Context: an optimization exercise on an open-source flow, tuned for small area and a short achievable clock period. The choices shown serve that exercise and are no tape-out recipe.
Only simulation tests tie the RTL to the original design; equivalence was not proved.
Power figures rest on the tool's default switching activity, not on a simulated workload.

==> flow/design.v (excerpt) <==
module id_stage
(
   input  logic              clk,
   input  logic              reset,
   input  logic [DATA_W-1:0] add_pc_4_in,
   input  logic [DATA_W-1:0] instruction_in,
   input  logic              wb_reg_write,
   input  logic [REG_AW-1:0] wb_rd,
   input  logic [DATA_W-1:0] wb_data,
   input  logic              ex_mem_read,
   input  logic [REG_AW-1:0] ex_rd,
   output logic [DATA_W-1:0] add_out,
   output logic              mux_pcsrc_out,
   output logic              pc_write_en,
   output logic              id_valid,
   output logic [OP_W-1:0]   id_opcode,
   output logic [REG_AW-1:0] id_rs1,
   output logic [REG_AW-1:0] id_rs2,
   output logic [REG_AW-1:0] id_rd,
   output logic [DATA_W-1:0] id_pc_4,
   output logic [DATA_W-1:0] id_rs1_data,
   output logic [DATA_W-1:0] id_rs2_data,
   output logic [DATA_W-1:0] id_imm
);
   logic [(NUM_REGS-1)*DATA_W-1:0] regs_q;    
   logic [NUM_REGS-1:1]            nz_q;      
   logic [DATA_W-1:0] pc4_q, instr_q;
   logic              valid_q;
   logic [DATA_W-1:0] rs1_data_q, rs2_data_q, target_q;
   logic              haz1_q, haz2_q;    
   logic              br_q;              
   logic              jfmt_q;            
   logic [REG_AW-1:0] rd_q;              
   logic [OP_W-1:0]   opcode;
   logic [REG_AW-1:0] rs1, rs2;
   logic              stall, taken;
   logic [OP_W-1:0]   in_opcode;
   logic [REG_AW-1:0] in_rs1, in_rs2, in_rd;
   logic [1:0]        in_cls;
   logic              in_jfmt, in_haz1, in_haz2;
   logic [DATA_W-1:0] in_target;
   logic [NUM_REGS-1:1] wen, live, sel1, sel2, sel1_hi, sel2_hi;
   logic                wb_en, wb_nz;
   logic                fwd_in1, fwd_in2, fwd_q1, fwd_q2;
   logic [DATA_W-1:0]   rd1_n, rd2_n;
   logic                in_nz1;
   function automatic logic cond(input logic [OP_W-1:0] op, input logic nz);
  ...
For scale: about 4,400 cells after synthesis.
Settings: LEC_CHECK=0, CAP_MARGIN=20, CORE_MARGIN=2, CORE_UTILIZATION=45, CTS_BUF_LIST=sky130_fd_sc_hd__clkbuf_8, CTS_CLUSTER_DIAMETER=50, CTS_CLUSTER_SIZE=14, SETUP_SLACK_MARGIN=2.6, SLEW_MARGIN=20, SYNTH_HIERARCHICAL=1; clock period 5.8 ns.
standard.sh (not shown) runs the stock make flow with config.mk's settings and CLKGATE_MAP_FILE= SYNTH_SCRIPT=/design/flow/synth_recipe.tcl, a recipe that flattens the netlist after the stock synthesis.
==> flow/flow/run.sh <==
#!/bin/bash
# The standard layout (the standard.sh: unchanged synthesis and steps),
# with two changes passed to ORFS as make variables:
#  - the port buffers that global placement inserts start as the smallest
#    plain buffer instead of the tool's default pick (clkdlybuf4s50_1);
#    timing repair still resizes the critical ones;
#  - clock tree synthesis without dummy loads (the clock tree's buffer list
#    and clustering are the same as in config.mk).
set -euo pipefail
bash standard.sh \
  BUFFER_PORTS_ARGS="-buffer_cell sky130_fd_sc_hd__buf_1" \
  CTS_ARGS="-sink_clustering_enable -repair_clock_nets -buf_list sky130_fd_sc_hd__clkbuf_8 -sink_clustering_size 14 -sink_clustering_max_diameter 50 -dont_use_dummy_load" \
  finish > standard_finish.log 2>&1
Edit:
--- a/flow/design.v
+++ b/flow/design.v
@@ -116,28 +116,27 @@
    input  logic              sb,
    input  logic [DATA_W-1:0] b,
    output logic [DATA_W-1:0] y
 );
    assign y = ({DATA_W{sa}} & a) | ({DATA_W{sb}} & b);
 endmodule
 module rf_read_port
 (
-   input  logic [NUM_REGS-1:1]            sel_lo,    
-   input  logic [NUM_REGS-1:1]            sel_hi,    
-   input  logic [(NUM_REGS-1)*DATA_W-1:0] regs,      
+   input  logic [NUM_REGS-1:1]            sel,
+   input  logic [(NUM_REGS-1)*DATA_W-1:0] regs,   
    output logic [DATA_W-1:0]              rdata_n    
 );
    for (genvar b = 0; b < DATA_W; b++) begin : g_bit
       logic [NUM_REGS-1:1] d;
       for (genvar r = 1; r < NUM_REGS; r++) begin : g_r
          assign d[r] = regs[(r-1)*DATA_W + b];
       end
       rf_read_bit u_bit (
-         .sel (b < DATA_W/2 ? sel_lo : sel_hi),
+         .sel (sel),
          .d   (d),
          .y_n (rdata_n[b])
       );
    end
 endmodule
 import dlx_pkg::*;
 module id_hazard
 (
@@ -160,26 +159,35 @@
    assign stall = (ex_mem_read  && ((haz1 && (ex_rd == rs1)) ||
                                     (haz2 && (ex_rd == rs2)))) ||
                   (wb_reg_write && ((haz1 && (wb_rd == rs1)) ||
                                     (haz2 && (wb_rd == rs2))));
    assign taken       = br && !stall;
    assign pc_write_en = reset || !stall;
    assign id_valid    = valid && !stall;
 endmodule
+module tg_jfmt
+(
+   input  logic [OP_W-1:0] op,
+   output logic            j
+);
+   assign j = (dlx_pkg::classify(op) == CLS_J);
+endmodule
 module id_target
 (
    input  logic [DATA_W-1:0] pc4,
    input  logic [DATA_W-1:0] instr,
    output logic [DATA_W-1:0] target
 );
-   logic [DATA_W-1:0] t16, t26;
-   assign t16    = pc4 + dlx_pkg::sext16(instr[15:0]);
-   assign t26    = pc4 + dlx_pkg::sext26(instr[25:0]);
-   assign target = (dlx_pkg::classify(instr[31:26]) == CLS_J) ? t26 : t16;
+   logic              jfmt;
+   logic [DATA_W-1:0] imm;
+   tg_jfmt u_jfmt (.op(instr[31:26]), .j(jfmt));
+   assign imm    = jfmt ? dlx_pkg::sext26(instr[25:0])
+                        : dlx_pkg::sext16(instr[15:0]);
+   assign target = pc4 + imm;
 endmodule
 module rf_wdec
 (
    input  logic              we,
    input  logic [REG_AW-1:0] waddr,
    output logic [NUM_REGS-1:1] wen
 );
    always_comb begin
@@ -258,17 +266,17 @@
    logic [OP_W-1:0]   opcode;
    logic [REG_AW-1:0] rs1, rs2;
    logic              stall, taken;
    logic [OP_W-1:0]   in_opcode;
    logic [REG_AW-1:0] in_rs1, in_rs2, in_rd;
    logic [1:0]        in_cls;
    logic              in_jfmt, in_haz1, in_haz2;
    logic [DATA_W-1:0] in_target;
-   logic [NUM_REGS-1:1] wen, live, sel1, sel2, sel1_hi, sel2_hi;
+   logic [NUM_REGS-1:1] wen, live, sel1, sel2;
    logic                wb_en, wb_nz;
    logic                fwd_in1, fwd_in2, fwd_q1, fwd_q2;
    logic [DATA_W-1:0]   rd1_n, rd2_n;
    logic                in_nz1;
    function automatic logic cond(input logic [OP_W-1:0] op, input logic nz);
       case (op)
          OP_BEQZ:      cond = !nz;
          OP_BNEZ:      cond = nz;
@@ -341,20 +349,18 @@
    assign fwd_q1  = wb_en && (wb_rd == rs1);
    assign fwd_q2  = wb_en && (wb_rd == rs2);
    rf_wdec u_wdec (
       .we    (wb_reg_write),
       .waddr (wb_rd),
       .wen   (wen)
    );
    assign live = nz_q;
-   rf_rdec u_rdec1    (.raddr(in_rs1), .live(live), .sel(sel1));
-   rf_rdec u_rdec1_hi (.raddr(in_rs1), .live(live), .sel(sel1_hi));
-   rf_rdec u_rdec2    (.raddr(in_rs2), .live(live), .sel(sel2));
-   rf_rdec u_rdec2_hi (.raddr(in_rs2), .live(live), .sel(sel2_hi));
+   rf_rdec u_rdec1 (.raddr(in_rs1), .live(live), .sel(sel1));
+   rf_rdec u_rdec2 (.raddr(in_rs2), .live(live), .sel(sel2));
    logic [(NUM_REGS-1)*DATA_W-1:0] regs_d;
    for (genvar r = 1; r < NUM_REGS; r++) begin : g_hold
       rf_hold u_hold (
          .we    (wen[r]),
          .we_n  (!wen[r]),
          .wdata (wb_data),
          .q     (regs_q[(r-1)*DATA_W +: DATA_W]),
          .d     (regs_d[(r-1)*DATA_W +: DATA_W])
@@ -367,18 +373,18 @@
       if (reset) begin
          nz_q <= '0;
       end else begin
          for (int i = 1; i < NUM_REGS; i++) begin
             if (wen[i]) nz_q[i] <= wb_nz;
          end
       end
    end
-   rf_read_port u_read1 (.sel_lo(sel1), .sel_hi(sel1_hi), .regs(regs_q), .rdata_n(rd1_n));
-   rf_read_port u_read2 (.sel_lo(sel2), .sel_hi(sel2_hi), .regs(regs_q), .rdata_n(rd2_n));
+   rf_read_port u_read1 (.sel(sel1), .regs(regs_q), .rdata_n(rd1_n));
+   rf_read_port u_read2 (.sel(sel2), .regs(regs_q), .rdata_n(rd2_n));
    assign in_nz1 = fwd_in1 ? wb_nz : (|sel1);
    logic load, hold, upd1, hold1, upd2, hold2;
    logic [DATA_W-1:0] pc4_d, instr_d, target_d, rs1_data_d, rs2_data_d;
    assign load  = !reset && !stall && !taken;    
    assign hold  = !reset && stall;               
    assign upd1  = hold && fwd_q1;                
    assign hold1 = hold && !fwd_q1;
    assign upd2  = hold && fwd_q2;
Effect:
- area after synthesis goes down by 1.3%
- total power goes down by 1.6%
- final area goes down by 0.50%
- utilization goes up by 0.50 points
- setup slack gains 39 ps
- hold slack gains 3.2 ps
- clock-buffer cell count goes down by 12
- non-clock buffer count goes up by 42

========
Setup of the reference run:
id_stage, a different RTL version from the one above (not shown whole).
For scale: ~4400 cells after synthesis, about 290 I/O pins, ~50000 sq um of cells after synthesis.
export LEC_CHECK = 0
export CAP_MARGIN = 20
export CORE_MARGIN = 2
export CORE_UTILIZATION = 45
export CTS_BUF_LIST = sky130_fd_sc_hd__clkbuf_8
export CTS_CLUSTER_DIAMETER = 50
export CTS_CLUSTER_SIZE = 14
export SETUP_SLACK_MARGIN = 2.6
export SLEW_MARGIN = 20
export SYNTH_HIERARCHICAL = 1
create_clock -name core_clock -period 5.8 [get_ports {clk}]
Scripts as last shown in full above: flow/flow/run.sh
Setup changes, the reference run to the trial run
--- a/flow/design.v
+++ b/flow/design.v
@@ -277,58 +277,40 @@
    logic                in_nz1;
    function automatic logic cond(input logic [OP_W-1:0] op, input logic nz);
       case (op)
          OP_BEQZ:      cond = !nz;
          OP_BNEZ:      cond = nz;
          OP_J, OP_JAL: cond = 1'b1;
          default:      cond = 1'b0;
       endcase
    endfunction
    assign opcode = instr_q[31:26];
    assign rs1    = instr_q[25:21];
    assign rs2    = instr_q[20:16];
-   logic stall_o, taken_o;
-   id_hazard u_hazard_out (
-      .reset        (reset),
-      .valid        (valid_q),
-      .br           (br_q),
-      .haz1         (haz1_q),
-      .haz2         (haz2_q),
-      .rs1          (rs1),
-      .rs2          (rs2),
-      .ex_mem_read  (ex_mem_read),
-      .ex_rd        (ex_rd),
-      .wb_reg_write (wb_reg_write),
-      .wb_rd        (wb_rd),
-      .stall        (stall_o),
-      .taken        (taken_o),
-      .pc_write_en  (pc_write_en),
-      .id_valid     (id_valid)
-   );
    id_hazard u_hazard (
       .reset        (reset),
       .valid        (valid_q),
       .br           (br_q),
       .haz1         (haz1_q),
       .haz2         (haz2_q),
       .rs1          (rs1),
       .rs2          (rs2),
       .ex_mem_read  (ex_mem_read),
       .ex_rd        (ex_rd),
       .wb_reg_write (wb_reg_write),
       .wb_rd        (wb_rd),
       .stall        (stall),
       .taken        (taken),
-      .pc_write_en  (),
-      .id_valid     ()
+      .pc_write_en  (pc_write_en),
+      .id_valid     (id_valid)
    );
    assign in_opcode = instruction_in[31:26];
    assign in_rs1    = instruction_in[25:21];
    assign in_rs2    = instruction_in[20:16];
    assign in_cls    = dlx_pkg::classify(in_opcode);
    assign in_jfmt   = (in_cls == CLS_J);
    assign in_haz1   = (in_cls != CLS_J) && (in_rs1 != '0);
    assign in_haz2   = (in_cls == CLS_R) && (in_rs2 != '0);
    id_target u_target (
       .pc4    (add_pc_4_in),
       .instr  (instruction_in),
       .target (in_target)
@@ -443,23 +425,23 @@
          jfmt_q     <= 1'b0;
          rd_q       <= '0;
       end else begin
          valid_q    <= 1'b1;
          haz1_q     <= in_haz1;
          haz2_q     <= in_haz2;
          br_q       <= cond(in_opcode, in_nz1);
          jfmt_q     <= in_jfmt;
          rd_q       <= in_rd;
       end
    end
    assign add_out       = target_q;
-   assign mux_pcsrc_out = taken_o;
+   assign mux_pcsrc_out = taken;
    assign id_opcode     = opcode;
    assign id_rs1        = rs1;
    assign id_rs2        = rs2;
    assign id_rd         = rd_q;
    assign id_pc_4       = pc4_q;
    assign id_rs1_data   = rs1_data_q;
    assign id_rs2_data   = rs2_data_q;
    assign id_imm        = jfmt_q ? dlx_pkg::sext26(instr_q[25:0])
                                  : dlx_pkg::sext16(instr_q[15:0]);
 endmodule
==> comparison <==
The startpoint of the most critical setup path comes out instruction_in[21] in one run and instruction_in[20] in the other, namely in the trial run and the reference run respectively.
The trial run against the reference run: hold slack rose by 0.0097 ns, wire length of the first global-routing pass stayed essentially flat.
Summary of the trial run over the reference run: final net count -43, total of clock buffers placed in the layout -1.
Compared the trial run against the reference run; total power consumption of the routed design within noise.
A endpoint of the worst setup timing path of rs2_data_q[10]$_DFF_P_ is what the reference run shows, while br_q$_SDFFE_PP0P_ belongs to the trial run.
The trial run vs the reference run — count of buffers not belonging to the clock network in the layout dropped by a few percent
In the floorplan summary, the trial run is listed with a die area less than that of the reference run.

-- separate check: timing with driven ports --
In the flow no input, the clock included, has a driving cell. The finished layouts below were timed again as built, in two steps.
Step 1 (the two cells are an assumption about what drives the block):
set clk [get_ports {clk}]
set_driving_cell -lib_cell sky130_fd_sc_hd__clkbuf_16 $clk
set_driving_cell -lib_cell sky130_fd_sc_hd__buf_2 [delete_from_list [all_inputs] $clk]
Step 2 moves the port delays by t, midway between the first and last clock arrival at a register: inputs arrive t later, outputs are due t later. That takes back most of the time a late clock gives input paths.
Slacks: ideal ports / drivers / drivers and shift; pairs: ideal ports / drivers.
run	shift t [ns]	setup WS [ns]	worst register clock-pin slew, ns
the first run of note 1	0.900	2.423 / 2.416 / 1.570	0.10 / 0.10
the second run of note 1	0.877	2.462 / 2.490 / 1.626	0.10 / 0.10
the reference run	0.904	2.459 / 2.466 / 1.562	0.09 / 0.09
the trial run	0.903	2.473 / 2.443 / 1.619	0.10 / 0.10
After both steps setup and hold are still met in every run listed. For the reference run, which loses most, drivers alone change the setup slack by +0.007 ns; drivers and shift together by -0.897 ns.
